Context: an optimization exercise on an open-source flow, tuned for small area. The choices shown serve that exercise and are no tape-out recipe.
Only simulation tests tie the RTL to the original design; equivalence was not proved.
The clock port is modelled as an ideal driver; clocking choices that lean on that would not hold on a real chip.
Power is estimated from default activity; no workload was simulated.

==> flow/design.v (excerpt) <==
module image_readback_streamer #(
  parameter int unsigned TOTAL_BITS = image_pkg::TOTAL_BITS
) (
  input  logic                                 clk,
  input  logic                                 rst_n,
  input  logic                                 start_i,
  input  logic                                 abort_i,
  input  logic                                 img_valid_i,
  input  logic [TOTAL_BITS-1:0]                img_in_i,
  output logic [7:0]                           tx_data_o,
  output logic                                 tx_valid_o,
  input  logic                                 tx_ready_i,
  output logic                                 busy_o,
  output logic                                 done_o,
  output logic                                 err_not_ready_o,
  output logic [$clog2(TOTAL_BITS/8+1)-1:0]    byte_idx_o
);
==> flow/config.mk <==
export PLATFORM = sky130hd
export DESIGN_NAME = image_readback_streamer
export DESIGN_NICKNAME = image_readback_streamer
export VERILOG_FILES = /design/flow/design.v
export SDC_FILE = /design/flow/constraint.sdc
export NUM_CORES = 4
export LEC_CHECK = 0
export CAP_MARGIN = 20
export CORE_AREA = 2.76 2.72 467.1 122.4
export DIE_AREA = 0 0 470 125
export PLACE_DENSITY = 0.75
export SLEW_MARGIN = 20
export SYNTH_HIERARCHICAL = 1
export SYNTH_MINIMUM_KEEP_SIZE = 0
==> flow/constraint.sdc <==
create_clock -name core_clock -period 5.0 [get_ports {clk}]
set_input_delay 1.0000 -clock core_clock [delete_from_list [all_inputs] [get_ports {clk}]]
set_output_delay 1.0000 -clock core_clock [all_outputs]
set_load 0.01 [all_outputs]
standard.sh (not shown) runs the stock make flow with config.mk's settings and CLKGATE_MAP_FILE= SYNTH_SCRIPT=/design/flow/synth_recipe.tcl, a recipe that flattens the netlist after the stock synthesis.
==> flow/flow/run.sh <==
#!/bin/bash
# Own layout flow: the standard flow (standard synthesis unchanged), with the port buffers
# made of the smallest buffer and a clock tree of smaller buffers without dummy loads.
set -euo pipefail
export BUFFER_PORTS_ARGS="-buffer_cell sky130_fd_sc_hd__buf_1"
export CTS_ARGS="-sink_clustering_enable -repair_clock_nets -dont_use_dummy_load -sink_clustering_size 8 -sink_clustering_max_diameter 25 -buf_list {sky130_fd_sc_hd__clkbuf_4}"
bash standard.sh synth > synth.log 2>&1
bash standard.sh finish > layout.log 2>&1
The first run finished clean.
Then changed:
--- a/flow/flow/run.sh
+++ b/flow/flow/run.sh
@@ -6 +6 @@
-export CTS_ARGS="-sink_clustering_enable -repair_clock_nets -dont_use_dummy_load -sink_clustering_size 8 -sink_clustering_max_diameter 25 -buf_list {sky130_fd_sc_hd__clkbuf_4}"
+export CTS_ARGS="-sink_clustering_enable -repair_clock_nets -dont_use_dummy_load -sink_clustering_size 14 -sink_clustering_max_diameter 40 -buf_list {sky130_fd_sc_hd__clkbuf_8}"
--- a/flow/config.mk
+++ b/flow/config.mk
@@ -8 +8 @@
-export CAP_MARGIN = 20
+export CAP_MARGIN = 5
@@ -12 +12 @@
-export SLEW_MARGIN = 20
+export SLEW_MARGIN = 5
Effect: Global-route usage is lower by 0.19 points; sequential power stays flat; hold slack improved by 0.43 ns; total power barely changes; count of clock-buffer cells in the layout shrinks by 58.
Then changed:
--- a/flow/config.mk
+++ b/flow/config.mk
@@ -8 +8 @@
-export CAP_MARGIN = 5
+export CAP_MARGIN = 20
@@ -12 +12 @@
-export SLEW_MARGIN = 5
+export SLEW_MARGIN = 20
After rerunning:
- The new run produced a clean layout
- worst hold slack is worse by 0.21 ns
- wire length is about the same
- clock power hardly moves
Then changed:
--- a/flow/flow/run.sh
+++ b/flow/flow/run.sh
@@ -6 +6 @@
-export CTS_ARGS="-sink_clustering_enable -repair_clock_nets -dont_use_dummy_load -sink_clustering_size 14 -sink_clustering_max_diameter 40 -buf_list {sky130_fd_sc_hd__clkbuf_8}"
+export CTS_ARGS="-sink_clustering_enable -repair_clock_nets -dont_use_dummy_load -sink_clustering_size 24 -sink_clustering_max_diameter 50 -buf_list {sky130_fd_sc_hd__clkbuf_16}"
Outcome: The new run completed with no timing, DRC or antenna violations; routed wire length falls slightly; clock skew rises by 0.026 ns; total power rises slightly.

========
north:
The RTL this note starts from:
==> flow/design.v <==
package image_pkg;
  localparam int unsigned IMG_WIDTH  = 30;
  localparam int unsigned IMG_HEIGHT = 30;
  localparam int unsigned TOTAL_BITS = 904;
  localparam int unsigned BYTE_W     = 8;
  localparam int unsigned NUM_BYTES  = TOTAL_BITS / BYTE_W;
  typedef enum logic [1:0] {
    StIdle,
    StStream,
    StCsum,
    StDone
  } rb_state_e;
endpackage
module irs_bit (
  input  logic ld,     
  input  logic sh,     
  input  logic hd,     
  input  logic d,
  input  logic up,
  input  logic q,
  output logic y
);
  assign y = ~((ld & d) | (sh & up) | (hd & q));
endmodule
module irs_bit_top (
  input  logic ld,
  input  logic hd,
  input  logic d,
  input  logic q,
  output logic y
);
  assign y = ~((ld & d) | (hd & q));
endmodule
module image_readback_streamer #(
  parameter int unsigned TOTAL_BITS = image_pkg::TOTAL_BITS
) (
  input  logic                                 clk,
  input  logic                                 rst_n,
  input  logic                                 start_i,
  input  logic                                 abort_i,
  input  logic                                 img_valid_i,
  input  logic [TOTAL_BITS-1:0]                img_in_i,
  output logic [7:0]                           tx_data_o,
  output logic                                 tx_valid_o,
  input  logic                                 tx_ready_i,
  output logic                                 busy_o,
  output logic                                 done_o,
  output logic                                 err_not_ready_o,
  output logic [$clog2(TOTAL_BITS/8+1)-1:0]    byte_idx_o
);
  localparam int unsigned NUM_BYTES = TOTAL_BITS / 8;
  localparam int unsigned IDX_W     = $clog2(NUM_BYTES + 1);
  logic                  stream_q;    
  logic                  done_q;      
  logic [IDX_W-1:0]      idx_q;
  logic                  err_q;
  logic                  inv_q;       
  logic [TOTAL_BITS-1:0] shadow_q, shadow_d;
  logic                  last_byte;
  logic                  ld, sh, hd;
  assign last_byte = (idx_q == IDX_W'(NUM_BYTES - 1));
  always_ff @(posedge clk or negedge rst_n) begin
    if (!rst_n) begin
      stream_q <= 1'b0;
      done_q   <= 1'b0;
      idx_q    <= '0;
      err_q    <= 1'b0;
    end else begin
      err_q  <= !abort_i && !stream_q && !done_q && start_i && !img_valid_i;
      done_q <= !abort_i && stream_q && tx_ready_i && last_byte;
      if (abort_i) begin
        stream_q <= 1'b0;
        idx_q    <= '0;
      end else if (stream_q) begin
        if (tx_ready_i) begin
          if (last_byte) begin
            stream_q <= 1'b0;
            idx_q    <= '0;
          end else begin
            idx_q <= idx_q + IDX_W'(1);
          end
        end
      end else if (!done_q && start_i && img_valid_i) begin
        stream_q <= 1'b1;
      end
    end
  end
  assign ld = !stream_q;
  assign sh = stream_q && tx_ready_i;
  assign hd = stream_q && !tx_ready_i;
  always_ff @(posedge clk) begin
    inv_q <= stream_q ? !inv_q : 1'b1;
  end
  for (genvar i = 0; i < TOTAL_BITS - 8; i++) begin : g_bit
    irs_bit u_bit (.ld(ld), .sh(sh), .hd(hd), .d(img_in_i[i]), .up(shadow_q[i + 8]),
                   .q(shadow_q[i]), .y(shadow_d[i]));
  end
  for (genvar i = TOTAL_BITS - 8; i < TOTAL_BITS; i++) begin : g_top
    irs_bit_top u_bit (.ld(ld), .hd(hd), .d(img_in_i[i]), .q(shadow_q[i]), .y(shadow_d[i]));
  end
  always_ff @(posedge clk) begin
    shadow_q <= shadow_d;
  end
  assign tx_data_o       = {8{stream_q}} & (shadow_q[7:0] ^ {8{inv_q}});
  assign tx_valid_o      = stream_q;
  assign busy_o          = stream_q;
  assign done_o          = done_q;
  assign byte_idx_o      = idx_q;
  assign err_not_ready_o = err_q;
endmodule
==> flow/config.mk <==
export PLATFORM = sky130hd
export DESIGN_NAME = image_readback_streamer
export DESIGN_NICKNAME = image_readback_streamer
export VERILOG_FILES = /design/flow/design.v
export SDC_FILE = /design/flow/constraint.sdc
export NUM_CORES = 4
export LEC_CHECK = 0
export CAP_MARGIN = 20
export CORE_AREA = 2.76 2.72 467.1 157.76
export DIE_AREA = 0 0 470 160
export PLACE_DENSITY = 0.6
export SLEW_MARGIN = 20
export SYNTH_HIERARCHICAL = 1
export SYNTH_MINIMUM_KEEP_SIZE = 0
==> flow/constraint.sdc <==
create_clock -name core_clock -period 5.0 [get_ports {clk}]
set_input_delay 1.0000 -clock core_clock [delete_from_list [all_inputs] [get_ports {clk}]]
set_output_delay 1.0000 -clock core_clock [all_outputs]
set_load 0.01 [all_outputs]
==> flow/flow/run.sh <==
#!/bin/bash
# Own layout flow: the standard flow (standard synthesis unchanged), with the port buffers
# made of the smallest buffer, a clock tree of smaller buffers without dummy loads, and a fanout
# limit for the buffering of high-fanout nets.
set -euo pipefail
export BUFFER_PORTS_ARGS="-buffer_cell sky130_fd_sc_hd__buf_1"
export CTS_ARGS="-sink_clustering_enable -repair_clock_nets -dont_use_dummy_load -sink_clustering_size 14 -sink_clustering_max_diameter 40 -buf_list {sky130_fd_sc_hd__clkbuf_8}"
export PRE_GLOBAL_PLACE_TCL="$PWD/flow/fanout.tcl"
export PRE_RESIZE_TCL="$PWD/flow/fanout.tcl"
export PRE_CTS_TCL="$PWD/flow/fanout.tcl"
export PRE_GLOBAL_ROUTE_TCL="$PWD/flow/fanout.tcl"
bash standard.sh synth > synth.log 2>&1
bash standard.sh finish > layout.log 2>&1
==> flow/flow/fanout.tcl <==
# Keep the wide select nets in buffer trees of modest fanout, which route more cleanly.
set_max_fanout 32 [current_design]
For south, these inputs were changed with respect to north:
diff --git a/flow/config.mk b/flow/config.mk
--- a/flow/config.mk
+++ b/flow/config.mk
@@ -9,2 +9,2 @@
-export CORE_AREA = 2.76 2.72 467.1 157.76
-export DIE_AREA = 0 0 470 160
+export CORE_AREA = 2.76 2.72 497.26 247.52
+export DIE_AREA = 0 0 500 250
==> comparison <==
- Going from north to south, worst-case setup margin in the final layout saw a decrease, final cycle utilization of the critical path saw an increase.
- Re non-clock buffer count: south and north aren't equal, and the higher value belongs to north.
- Maximum frequency was lower in south than in north.
- Compared with north, south degrades routed wire length.
- NOTE: clock-buffer cell count in south exceeds that of north
- The core of south is less densely filled than that of north.
- Delta(post-route minimum period, south - north) > 0
- Switching share of power across south and north: no real change.
Edits applied to the flow inputs when going from south to east:
==> flow/flow/fanout.tcl <==
# Keep the wide select nets in buffer trees of modest fanout, which route more cleanly.
set_max_fanout 80 [current_design]
diff --git a/flow/config.mk b/flow/config.mk
--- a/flow/config.mk
+++ b/flow/config.mk
@@ -9,2 +9,2 @@
-export CORE_AREA = 2.76 2.72 497.26 247.52
-export DIE_AREA = 0 0 500 250
+export CORE_AREA = 2.76 2.72 467.1 157.76
+export DIE_AREA = 0 0 470 160
--- outcome ---
east ran to completion and came out clean on the timing, design-rule and antenna checks.
The hold slack on south is in line with that on east.
Compared with south, power after layout in east decreased slightly.
Combinational power shrinks by a few percent when moving from south to east.

## separate check: timing with driven ports
The flow's constraints put no driver on any port. The routed layouts listed below were extracted and timed again, unchanged, in two steps.
Step 1 (the two cells are an assumption about what drives the block):
set clk [get_ports {clk}]
set_driving_cell -lib_cell sky130_fd_sc_hd__clkbuf_16 $clk
set_driving_cell -lib_cell sky130_fd_sc_hd__buf_2 [delete_from_list [all_inputs] $clk]
Step 2 also shifts input and output timing later by t, the mid clock arrival at the registers, as if the neighbouring blocks saw the same clock.
a / b / c = ideal ports / drivers / drivers and shift; a / b = the first two.
run	shift t [ns]	slack for setup (ns)	hold WS [ns]	worst slew at a driven data input, ns	cell pins on the clock port's net
the first run of note 1	0.994	0.767 / 0.767 / 0.767	0.026 / -0.012 / 0.475	0.12	1
the second run of note 1	0.776	0.617 / 0.617 / 0.617	0.459 / 0.426 / 0.466	0.12	1
the third run of note 1	0.761	0.665 / 0.665 / 0.665	0.247 / 0.205 / 0.473	0.12	1
the fourth run of note 1	0.676	0.585 / 0.584 / 0.584	0.320 / 0.278 / 0.471	0.12	1
north	0.750	1.537 / 1.471 / 1.723	0.285 / 0.248 / 0.369	0.15	1
south	0.744	1.209 / 1.159 / 1.694	0.294 / 0.268 / 0.389	0.14	1
east	0.747	1.634 / 1.575 / 1.872	0.296 / 0.264 / 0.375	0.14	1
After both steps setup and hold are still met in every run listed. The setup slack of the fourth run of note 1, which loses most, moves by -0.001 ns with the drivers and by -0.001 ns with both steps.
